Context: an optimization exercise on an open-source flow, tuned for small area, a short achievable clock period and few clock cycles. The choices shown serve that exercise and are no tape-out recipe. In this exercise RTL edits were held to simulation tests only and were not proved equivalent to the original.

== the baseline ==
## battery_monitor_charge_detect
module battery_monitor_charge_detect #(
    parameter int HISTORY_DEPTH = 5
) (
    input  logic                              clk,
    input  logic                              rst_n,
    input  logic                              cfg_wr_en,
    input  logic [bmcd_pkg::CFG_IDX_W-1:0]    cfg_index,
    input  logic [bmcd_pkg::CFG_DATA_W-1:0]   cfg_data,
    input  logic                              in_valid,
    output logic                              in_ready,
    input  logic [2:0]                        in_action,
    input  logic [31:0]                       in_now_ms,
    input  logic [11:0]                       in_reading_mv,
    output logic                              out_valid,
    input  logic                              out_ready,
    output logic [12:0]                       out_voltage_mv,
    output logic [6:0]                        out_percent,
    output logic                              out_charging,
    output logic                              out_shutdown_request,
    output logic                              out_sleep_request
);
For scale: about 7,200 cells after synthesis, roughly 110 I/O pins, roughly 0.068 sq mm of cells after synthesis.
make LEC_CHECK=0 CAP_MARGIN=20 CORE_MARGIN=2 CORE_UTILIZATION=40 PLACE_DENSITY=0.6 SLEW_MARGIN=20 finish   # period 11.0 ns
run.sh (not shown) runs the stock make flow with config.mk's settings and CLKGATE_MAP_FILE= SYNTH_SCRIPT=/design/flow/synth_recipe.tcl, a recipe that flattens the netlist after the stock synthesis.
The baseline: no failed stages, no open violations at the end
Testbench counts of the baseline, summed over its fixed seeds: cycles 2,448.
[inputs] the candidate vs the baseline
diff --git a/flow/config.mk b/flow/config.mk
--- a/flow/config.mk
+++ b/flow/config.mk
@@ -10,3 +10,4 @@
 export CORE_UTILIZATION = 40
 export PLACE_DENSITY = 0.6
+export SETUP_SLACK_MARGIN = 5
 export SLEW_MARGIN = 20
[summary]
Of the candidate and the baseline, it is the candidate that has the higher total wire length.
Changes observed in the candidate relative to the baseline: worst setup slack grew by 1.37 ns, filler cell count fell by 376, post-route worst hold slack roughly the same.

Another version of the RTL of battery_monitor_charge_detect (not shown whole).
Size: ~7,100 cells after synthesis, roughly 1,100 flip-flops, ~77,000 µm² of cells after synthesis.
clock: 11.0 ns
lec_check: 0
cap_margin: 20
cell_pad_in_sites_detail_placement: 0
cell_pad_in_sites_global_placement: 0
core_margin: 2
core_utilization: 60
place_density: 0.75
setup_slack_margin: 5
slew_margin: 20
The baseline finished clean.
Testbench counts at the start, summed over its fixed seeds: cycles 2,464.
Change:
Settings changed: CELL_PAD_IN_SITES_DETAIL_PLACEMENT 0 to default, CELL_PAD_IN_SITES_GLOBAL_PLACEMENT 0 to default, CORE_UTILIZATION 60 to 40, PLACE_DENSITY 0.75 to 0.6.
What happened: Core utilization shrinks by 21 points; cell area grows by 1.8%.
Change:
==> flow/flow/run.sh (new file) <==
#!/bin/bash
set -euo pipefail
cd "$(dirname "$0")/.."
bash standard.sh SETUP_SLACK_MARGIN=7 finish > standard.log 2>&1
==> flow/standard.sh (new file) <==
#!/bin/bash
# synth_recipe.tcl (not shown) runs the flow's synth.tcl, then flattens the netlist and writes it again
# the make line also repeats each setting of config.mk as NAME=value (left out here)
make -C /OpenROAD-flow-scripts/flow DESIGN_CONFIG=/design/flow/config.mk WORK_HOME=/design/flow/orfs CLKGATE_MAP_FILE= SYNTH_SCRIPT=/design/flow/synth_recipe.tcl "${@:-finish}"
Settings changed: CORE_UTILIZATION 40 to 60, PLACE_DENSITY 0.6 to 0.75, SETUP_SLACK_MARGIN 5 to default.
removed: flow/run.sh
=> The changed run went through all stages and came out clean. Via count goes up by a few percent. Clock skew goes up by 38 ps. Global-route usage goes up by 11 points. Flip-flop and latch count stays the same. Worst setup slack gets better by 660 ps. Synthesized cell count stays the same. Register-to-register slack gets better by 660 ps. Area after synthesis is unchanged. Clock-buffer cell count goes down by 11.
Change:
==> flow/run.sh (new file) <==
#!/bin/bash
# synth_recipe.tcl (not shown) runs the flow's synth.tcl, then flattens the netlist and writes it again
# the make line also repeats each setting of config.mk as NAME=value (left out here)
make -C /OpenROAD-flow-scripts/flow DESIGN_CONFIG=/design/flow/config.mk WORK_HOME=/design/flow/orfs CLKGATE_MAP_FILE= SYNTH_SCRIPT=/design/flow/synth_recipe.tcl finish
Settings changed: CORE_UTILIZATION 60 to 40, GPL_TIMING_DRIVEN from default to 1, PLACE_DENSITY 0.75 to 0.6, SETUP_SLACK_MARGIN from default to 5.
removed: flow/flow/run.sh
removed: flow/standard.sh
Die area came out higher by well over a third.
Via count came out lower by a few percent.
Utilization came out lower by 23 points.
Design area came out lower slightly.
Register-to-register slack is worse by 660 ps.
Non-clock buffer count came out lower by 107.
Maximum frequency came out lower by roughly a tenth.
Change:
Settings changed: CORE_UTILIZATION 40 to 60, GPL_TIMING_DRIVEN 1 to default, PLACE_DENSITY 0.6 to 0.75.
The changed run finished clean.
Wire length shrinks by a few percent.
First-iteration DRC count rose by a quarter to a third.
Utilization increases by 21 points.
Worst hold slack loses 23 ps.
Count of clock-buffer cells in the layout went down by 4.
Synthesized cell count is unchanged.
Die area falls by a quarter to a third.
Worst setup slack improves by 51 ps.

Another version of the RTL of battery_monitor_charge_detect (not shown whole).
Size in the first run: about 990 flip-flops, roughly 110 I/O pins.
export LEC_CHECK = 0
export CAP_MARGIN = 20
export CORE_MARGIN = 2
export CORE_UTILIZATION = 65
export PLACE_DENSITY = 0.75
export SETUP_SLACK_MARGIN = 5
export SLEW_MARGIN = 20
create_clock -name core_clock -period 11.0 [get_ports {clk}]
Stock flow here: none of the scripts above is used.
Testbench counts at the start, summed over its fixed seeds: cycles 2,464.
Next try:
--- a/flow/config.mk
+++ b/flow/config.mk
@@ -8,6 +8,6 @@
 export CAP_MARGIN = 20
 export CORE_MARGIN = 2
-export CORE_UTILIZATION = 65
-export PLACE_DENSITY = 0.75
+export CORE_UTILIZATION = 40
+export PLACE_DENSITY = 0.6
 export SETUP_SLACK_MARGIN = 5
 export SLEW_MARGIN = 20
Effect: Design area rises by 1.5%. Routed wire length rises by 3.1%. Die area rises by about 60%. Hold slack barely changes. Sequential share of layout area falls by 0.50 points. Utilization falls by 27 points. Flip-flop and latch count is unchanged. Final cell count rises by 9.9%. Worst setup slack gains 63 ps.

[re-timing with driven ports]
Ports are ideal in the flow. The routed layouts listed here were re-timed in OpenROAD. Step 1: set_driving_cell puts a clkbuf_16 on clk and a buf_2 on each other input, an assumption about the parent block. Step 2 moves the port delays by t, midway between the first and last clock arrival at a register: inputs arrive t later, outputs are due t later. That takes back most of the time a late clock gives input paths. Slacks: no drivers / after step 1 / after step 2; pairs: no drivers / after step 1.
| run | shift t [ns] | setup WS [ns] | worst slew at a driven data input, ns |
|---|---|---|---|
| the baseline | 0.827 | 1.064 / 1.064 / 1.064 | 0.18 |
| the candidate | 0.802 | 2.437 / 2.437 / 2.437 | 0.15 |
| the first run of note 2 | 0.835 | 6.229 / 6.229 / 6.229 | 0.05 |
| the second run of note 2 | 0.878 | 6.178 / 6.178 / 6.178 | 0.07 |
| the third run of note 2 | 0.839 | 6.837 / 6.837 / 6.508 | 0.05 |
| the fourth run of note 2 | 0.878 | 6.178 / 6.178 / 6.178 | 0.07 |
| the fifth run of note 2 | 0.835 | 6.229 / 6.229 / 6.229 | 0.05 |
| the first run of note 3 | 0.797 | 5.029 / 4.999 / 4.999 | 0.19 |
| the second run of note 3 | 0.838 | 5.092 / 5.067 / 5.067 | 0.16 |
After both steps setup and hold are still met in every run listed. For the third run of note 2, which loses most, drivers alone change the setup slack by 0.000 ns; drivers and shift together by -0.329 ns. The worst setup slack also covers recovery checks on asynchronous resets.
